This design comes from an exercise in tuning for small area and a short achievable clock period on the open sky130 flow, not from production work. Function was checked by simulation only, so behaviour that the tests miss may differ from the original. No activity file was given, so power comes from the tool's default toggle rates.

Setup of nickel:
## barrett_top
module barrett_top (
  input  logic        clk_i,
  input  logic        rst_ni,
  input  logic        cfg_we_i,
  input  logic [47:0] cfg_i,         
  input  logic        in_valid_i,
  input  logic [35:0] in_i,          
  output logic        out_valid_o,
  output logic [19:0] out_o          
);
  logic [3:0]  cfg_s;
  logic [15:0] cfg_q;
  logic [8:0]  m1_one, m1_two, m2_one;
  logic [7:0]  m1_neg, m2_two, m2_neg;
  barrett_cfg barrett_cfg_i (
    .clk_i    (clk_i),
    .cfg_we_i (cfg_we_i),
    .q_i      (cfg_i[47:32]),
    .mu_i     (cfg_i[31:0]),
    .s_o      (cfg_s),
    .q_o      (cfg_q),
    .m1_one_o (m1_one),
    .m1_two_o (m1_two),
    .m1_neg_o (m1_neg),
    .m2_one_o (m2_one),
    .m2_two_o (m2_two),
    .m2_neg_o (m2_neg)
  );
  barrett_reduce barrett_reduce_i (
    .clk_i       (clk_i),
    .rst_ni      (rst_ni),
    .s_i         (cfg_s),
    .q_i         (cfg_q),
    .m1_one_i    (m1_one),
    .m1_two_i    (m1_two),
  ...
Size: about 110 I/O pins, roughly 20000 sq um of cells after synthesis.
export LEC_CHECK = 0
export CAP_MARGIN = 20
export CORE_MARGIN = 2
export CORE_UTILIZATION = 65
export CTS_BUF_LIST = sky130_fd_sc_hd__clkbuf_8
export CTS_CLUSTER_SIZE = 40
export PLACE_DENSITY = 0.75
export SETUP_SLACK_MARGIN = 4.25
export SLEW_MARGIN = 20
create_clock -name core_clock -period 7.0 [get_ports {clk_i}]
standard.sh (not shown) runs the stock make flow with config.mk's settings and CLKGATE_MAP_FILE= SYNTH_SCRIPT=/design/flow/synth_recipe.tcl, a recipe that flattens the netlist after the stock synthesis.
==> flow/flow/run.sh <==
#!/bin/bash
# The standard layout, with plain buf_1 cells (not clkdlybuf4s50_1) as the
# port buffers that ORFS inserts before global placement. make's full output
# goes to standard.log; each ORFS step also keeps its own log under orfs/logs.
set -euo pipefail
export BUFFER_PORTS_ARGS="-buffer_cell sky130_fd_sc_hd__buf_1"
bash standard.sh > standard.log 2>&1
The flow did not stop early for nickel: all stages ran, and the layout cleared the timing, design-rule and antenna checks.
Here is what was changed in the inputs of fjord compared with nickel.
- PLACE_DENSITY no longer set, was 0.75
- SETUP_SLACK_MARGIN now 4.0, was 4.25
==> flow/run.sh (new file) <==
#!/bin/bash
# synth_recipe.tcl (not shown) runs the flow's synth.tcl, then flattens the netlist and writes it again
# the make line also repeats each setting of config.mk as NAME=value (left out here)
make -C /OpenROAD-flow-scripts/flow DESIGN_CONFIG=/design/flow/config.mk WORK_HOME=/design/flow/orfs CLKGATE_MAP_FILE= SYNTH_SCRIPT=/design/flow/synth_recipe.tcl finish
removed: flow/flow/run.sh
removed: flow/standard.sh
--- outcome ---
- nickel ended with every stage complete and zero timing, DRC or antenna violations.
- fjord has completed all stages; timing, DRC and antenna checks passed.
- Higher share of final layout cell area taken by clock buffers and inverters among fjord and nickel: fjord
- Of fjord and nickel, fjord shows the higher filler cell count in the final layout, with nickel below it.
- Changes observed in fjord relative to nickel: final instance area fell by 0.81%; final core utilization fell by 0.63 points; multi-input gate area in the final layout fell by 2.8%.
- Total number of vias: fjord < nickel
- The critical path depth of fjord and that of nickel are within noise of each other.
- Cells: fjord has fewer instances than nickel
- Relative to nickel, share of layout cells above drive strength 1 decreased by 5.0 points in fjord.
- The fraction of the cycle the final worst path needs of fjord is higher than that of nickel.
### fjord -> violet
- SETUP_SLACK_MARGIN: 4.0 -> 4.1
- PLACE_DENSITY: unset -> 0.85
==> flow/flow/run.sh (new file) <==
#!/bin/bash
# The standard layout, with plain buf_1 cells (not clkdlybuf4s50_1) as the
# port buffers that ORFS inserts before global placement. make's full output
# goes to standard.log; each ORFS step also keeps its own log under orfs/logs.
set -euo pipefail
export BUFFER_PORTS_ARGS="-buffer_cell sky130_fd_sc_hd__buf_1"
bash standard.sh > standard.log 2>&1
==> flow/standard.sh (new file) <==
#!/bin/bash
# synth_recipe.tcl (not shown) runs the flow's synth.tcl, then flattens the netlist and writes it again
# the make line also repeats each setting of config.mk as NAME=value (left out here)
make -C /OpenROAD-flow-scripts/flow DESIGN_CONFIG=/design/flow/config.mk WORK_HOME=/design/flow/orfs CLKGATE_MAP_FILE= SYNTH_SCRIPT=/design/flow/synth_recipe.tcl "${@:-finish}"
removed: flow/run.sh
==> summary.txt <==
Summary of violet over fjord: register share of the cell area saw an increase, sum of internal, switching and leakage power now larger.
Post-synthesis simple-gate area fraction came out exactly the same in violet and fjord.
violet vs fjord on fmax: violet is the lower one.
violet finished end to end and its layout was clean on timing, DRC and antenna.
Total net switching power delta (violet − fjord): unfavourable
Via count in violet is 1249 higher than in fjord
[inputs] raven vs violet
- changing SETUP_SLACK_MARGIN from 4.1 to 4.2
- removing PLACE_DENSITY (formerly 0.85)
==> flow/run.sh (new file) <==
#!/bin/bash
# synth_recipe.tcl (not shown) runs the flow's synth.tcl, then flattens the netlist and writes it again
# the make line also repeats each setting of config.mk as NAME=value (left out here)
make -C /OpenROAD-flow-scripts/flow DESIGN_CONFIG=/design/flow/config.mk WORK_HOME=/design/flow/orfs CLKGATE_MAP_FILE= SYNTH_SCRIPT=/design/flow/synth_recipe.tcl finish
removed: flow/flow/run.sh
removed: flow/standard.sh
Results
- raven: share of total power in sequential cells is 0.2 points higher than what violet reported.
- Taking violet as the reference point, the total of plain and repair buffers excluding clock buffers of raven rises by about 3.5%.
- The lower post-route fraction of the period consumed by the critical path came out of raven.
- Combinational group share of total power: higher on raven
- In the metrics for violet and raven, the one carrying the lower register-to-register slack is violet.
- Cell area in raven is about 3.4% above violet.
- Total routed wire length on the met1 layer, violet and raven, lower one = violet.
- violet -> raven: number of port buffers delta 0, exact match
- Number of nets in the layout went up slightly going from violet to raven.
- Compared raven vs violet, and number of filler cells placed in the layout is up in raven.

* * *

== v28 ==
barrett_top, a different RTL version from the one above (not shown whole).
Size in the first run: roughly 1900 cells after synthesis, roughly 110 I/O pins, ~0.020 sq mm of cells after synthesis.
Settings: LEC_CHECK=0, CAP_MARGIN=20, CORE_MARGIN=2, CORE_UTILIZATION=65, CTS_BUF_LIST=sky130_fd_sc_hd__clkbuf_4, CTS_CLUSTER_SIZE=40, SETUP_SLACK_MARGIN=4.0, SLEW_MARGIN=20; clock period 7.0 ns.
run.sh (not shown) runs the stock make flow with config.mk's settings and CLKGATE_MAP_FILE= SYNTH_SCRIPT=/design/flow/synth_recipe.tcl, a recipe that flattens the netlist after the stock synthesis.
Stock flow here: none of the scripts above is used.
Edits applied to the flow inputs when going from v28 to v18:
diff --git a/flow/config.mk b/flow/config.mk
--- a/flow/config.mk
+++ b/flow/config.mk
@@ -11 +11 @@
-export CTS_BUF_LIST = sky130_fd_sc_hd__clkbuf_4
+export CTS_BUF_LIST = sky130_fd_sc_hd__clkbuf_8
## What came out
Changes observed in v18 relative to v28: share of cell area taken by muxes after synthesis held steady; maximum frequency held steady.
Between v18 and v28, it is v18 whose wire length of the first global-routing pass is lower, by 1.2%.
Compared with v28, in v18 non-clock buffer count moved down; total design power moved down.

* * *

barrett_top, a different RTL version from the one above (not shown whole).
For scale: roughly 1900 cells after synthesis, about 330 flip-flops, roughly 110 I/O pins, roughly 20000 µm² of cells after synthesis.
==> flow/design.v (excerpt) <==
module barrett_top (
  input  logic        clk_i,
  input  logic        rst_ni,
  input  logic        cfg_we_i,
  input  logic [47:0] cfg_i,         
  input  logic        in_valid_i,
  input  logic [35:0] in_i,          
  output logic        out_valid_o,
  output logic [19:0] out_o          
);
==> flow/config.mk <==
export PLATFORM = sky130hd
export DESIGN_NAME = barrett_top
export DESIGN_NICKNAME = barrett_top
export VERILOG_FILES = /design/flow/design.v
export SDC_FILE = /design/flow/constraint.sdc
export NUM_CORES = 4
export LEC_CHECK = 0
export CAP_MARGIN = 20
export CORE_MARGIN = 2
export CORE_UTILIZATION = 60
export CTS_BUF_LIST = sky130_fd_sc_hd__clkbuf_8
export CTS_CLUSTER_DIAMETER = 45
export CTS_CLUSTER_SIZE = 20
export PLACE_DENSITY = 0.75
export SETUP_SLACK_MARGIN = 4.1
export SLEW_MARGIN = 20
==> flow/constraint.sdc <==
create_clock -name core_clock -period 7.0 [get_ports {clk_i}]
set_input_delay 1.4000 -clock core_clock [delete_from_list [all_inputs] [get_ports {clk_i}]]
set_output_delay 1.4000 -clock core_clock [all_outputs]
set_load 0.01 [all_outputs]
standard.sh (not shown) runs the stock make flow with config.mk's settings and CLKGATE_MAP_FILE= SYNTH_SCRIPT=/design/flow/synth_recipe.tcl, a recipe that flattens the netlist after the stock synthesis.
==> flow/flow/run.sh <==
#!/bin/bash
# The standard layout, with plain buf_1 cells (not clkdlybuf4s50_1) as the
# port buffers that ORFS inserts before global placement. make's full output
# goes to standard.log; each ORFS step also keeps its own log under orfs/logs.
set -euo pipefail
export BUFFER_PORTS_ARGS="-buffer_cell sky130_fd_sc_hd__buf_1"
bash standard.sh > standard.log 2>&1
Then changed:
--- a/flow/config.mk
+++ b/flow/config.mk
@@ -10 +10 @@
-export CORE_UTILIZATION = 60
+export CORE_UTILIZATION = 65
@@ -14,2 +14,2 @@
-export PLACE_DENSITY = 0.75
-export SETUP_SLACK_MARGIN = 4.1
+export PLACE_DENSITY = 0.7
+export SETUP_SLACK_MARGIN = 4.15
Outcome: Total power rises slightly. Cell count falls slightly. Hold slack improves by 20 ps. Routed wire length rises slightly.
Then changed:
--- a/flow/config.mk
+++ b/flow/config.mk
@@ -12,2 +12,2 @@
-export CTS_CLUSTER_DIAMETER = 45
-export CTS_CLUSTER_SIZE = 20
+export CTS_CLUSTER_DIAMETER = 50
+export CTS_CLUSTER_SIZE = 24
@@ -15 +15 @@
-export SETUP_SLACK_MARGIN = 4.15
+export SETUP_SLACK_MARGIN = 4.1
@@ -16,0 +17 @@
+export TNS_END_PERCENT = 50
Effect: Die area does not change. Clock skew rose by 17 ps. Clock power came out lower by about 8%. Non-clock buffer count came out lower by 2. Design area falls by about 0.9%. Synthesized area is unchanged.
Then changed:
--- a/flow/config.mk
+++ b/flow/config.mk
@@ -12,4 +12,4 @@
-export CTS_CLUSTER_DIAMETER = 50
-export CTS_CLUSTER_SIZE = 24
-export PLACE_DENSITY = 0.7
-export SETUP_SLACK_MARGIN = 4.1
+export CTS_CLUSTER_DIAMETER = 45
+export CTS_CLUSTER_SIZE = 20
+export PLACE_DENSITY = 0.75
+export SETUP_SLACK_MARGIN = 4.3
@@ -17 +16,0 @@
-export TNS_END_PERCENT = 50
Outcome: The changed run completed without violations; utilization rises by 4.6 points; clock power rises by 21%; clock-buffer cell count rises by 9; setup slack improves by 83 ps; final area rises by 6.3%; cell count rises by about 2.8%; register-to-register slack improves by 80 ps; total power rises by 13%.

## re-timing with driven ports
No port has a modelled driver above. Below, the same layouts with a new extraction and two added sets of constraints. Step 1: set_driving_cell puts a clkbuf_16 on clk_i and a buf_2 on each other input, an assumption about the parent block. Step 2 times the ports against the registers' clock, not the clock port: input delays grow and output delays shrink by t, the midpoint of the rising clock arrivals with the driver on. a / b / c = ideal / step 1 / step 2; a / b = the first two.
| run | t (ns) | setup WS [ns] | hold slack, ns | worst setup path at the end | worst register clock-pin slew, ns |
|---|---|---|---|---|---|
| nickel | 0.626 | 4.047 / 4.047 / 4.047 | 0.326 / 0.326 / 0.326 | register to register | 0.07 / 0.07 |
| fjord | 0.637 | 3.993 / 3.993 / 3.768 | 0.324 / 0.324 / 0.324 | input to register | 0.07 / 0.07 |
| violet | 0.640 | 3.897 / 3.897 / 3.897 | 0.317 / 0.317 / 0.317 | register to register | 0.09 / 0.09 |
| raven | 0.625 | 4.070 / 4.070 / 3.865 | 0.325 / 0.325 / 0.325 | input to register | 0.07 / 0.07 |
| v28 | 0.765 | 4.029 / 4.029 / 3.325 | 0.316 / 0.316 / 0.316 | input to register | 0.08 / 0.08 |
| v18 | 0.624 | 4.034 / 4.058 / 3.434 | 0.318 / 0.318 / 0.318 | input to register | 0.07 / 0.07 |
| the first run of note 3 | 0.654 | 4.133 / 4.133 / 4.133 | 0.309 / 0.309 / 0.309 | register to register | 0.11 / 0.11 |
| the second run of note 3 | 0.599 | 4.121 / 4.121 / 4.121 | 0.328 / 0.328 / 0.328 | register to register | 0.10 / 0.10 |
| the third run of note 3 | 0.663 | 4.098 / 4.098 / 4.098 | 0.322 / 0.322 / 0.322 | register to register | 0.12 / 0.12 |
| the fourth run of note 3 | 0.629 | 4.181 / 4.181 / 4.040 | 0.326 / 0.326 / 0.326 | input to register | 0.11 / 0.11 |
After both steps every run listed still meets setup and hold. For v28, which loses most, drivers alone change the setup slack by 0.000 ns; drivers and shift together by -0.704 ns.
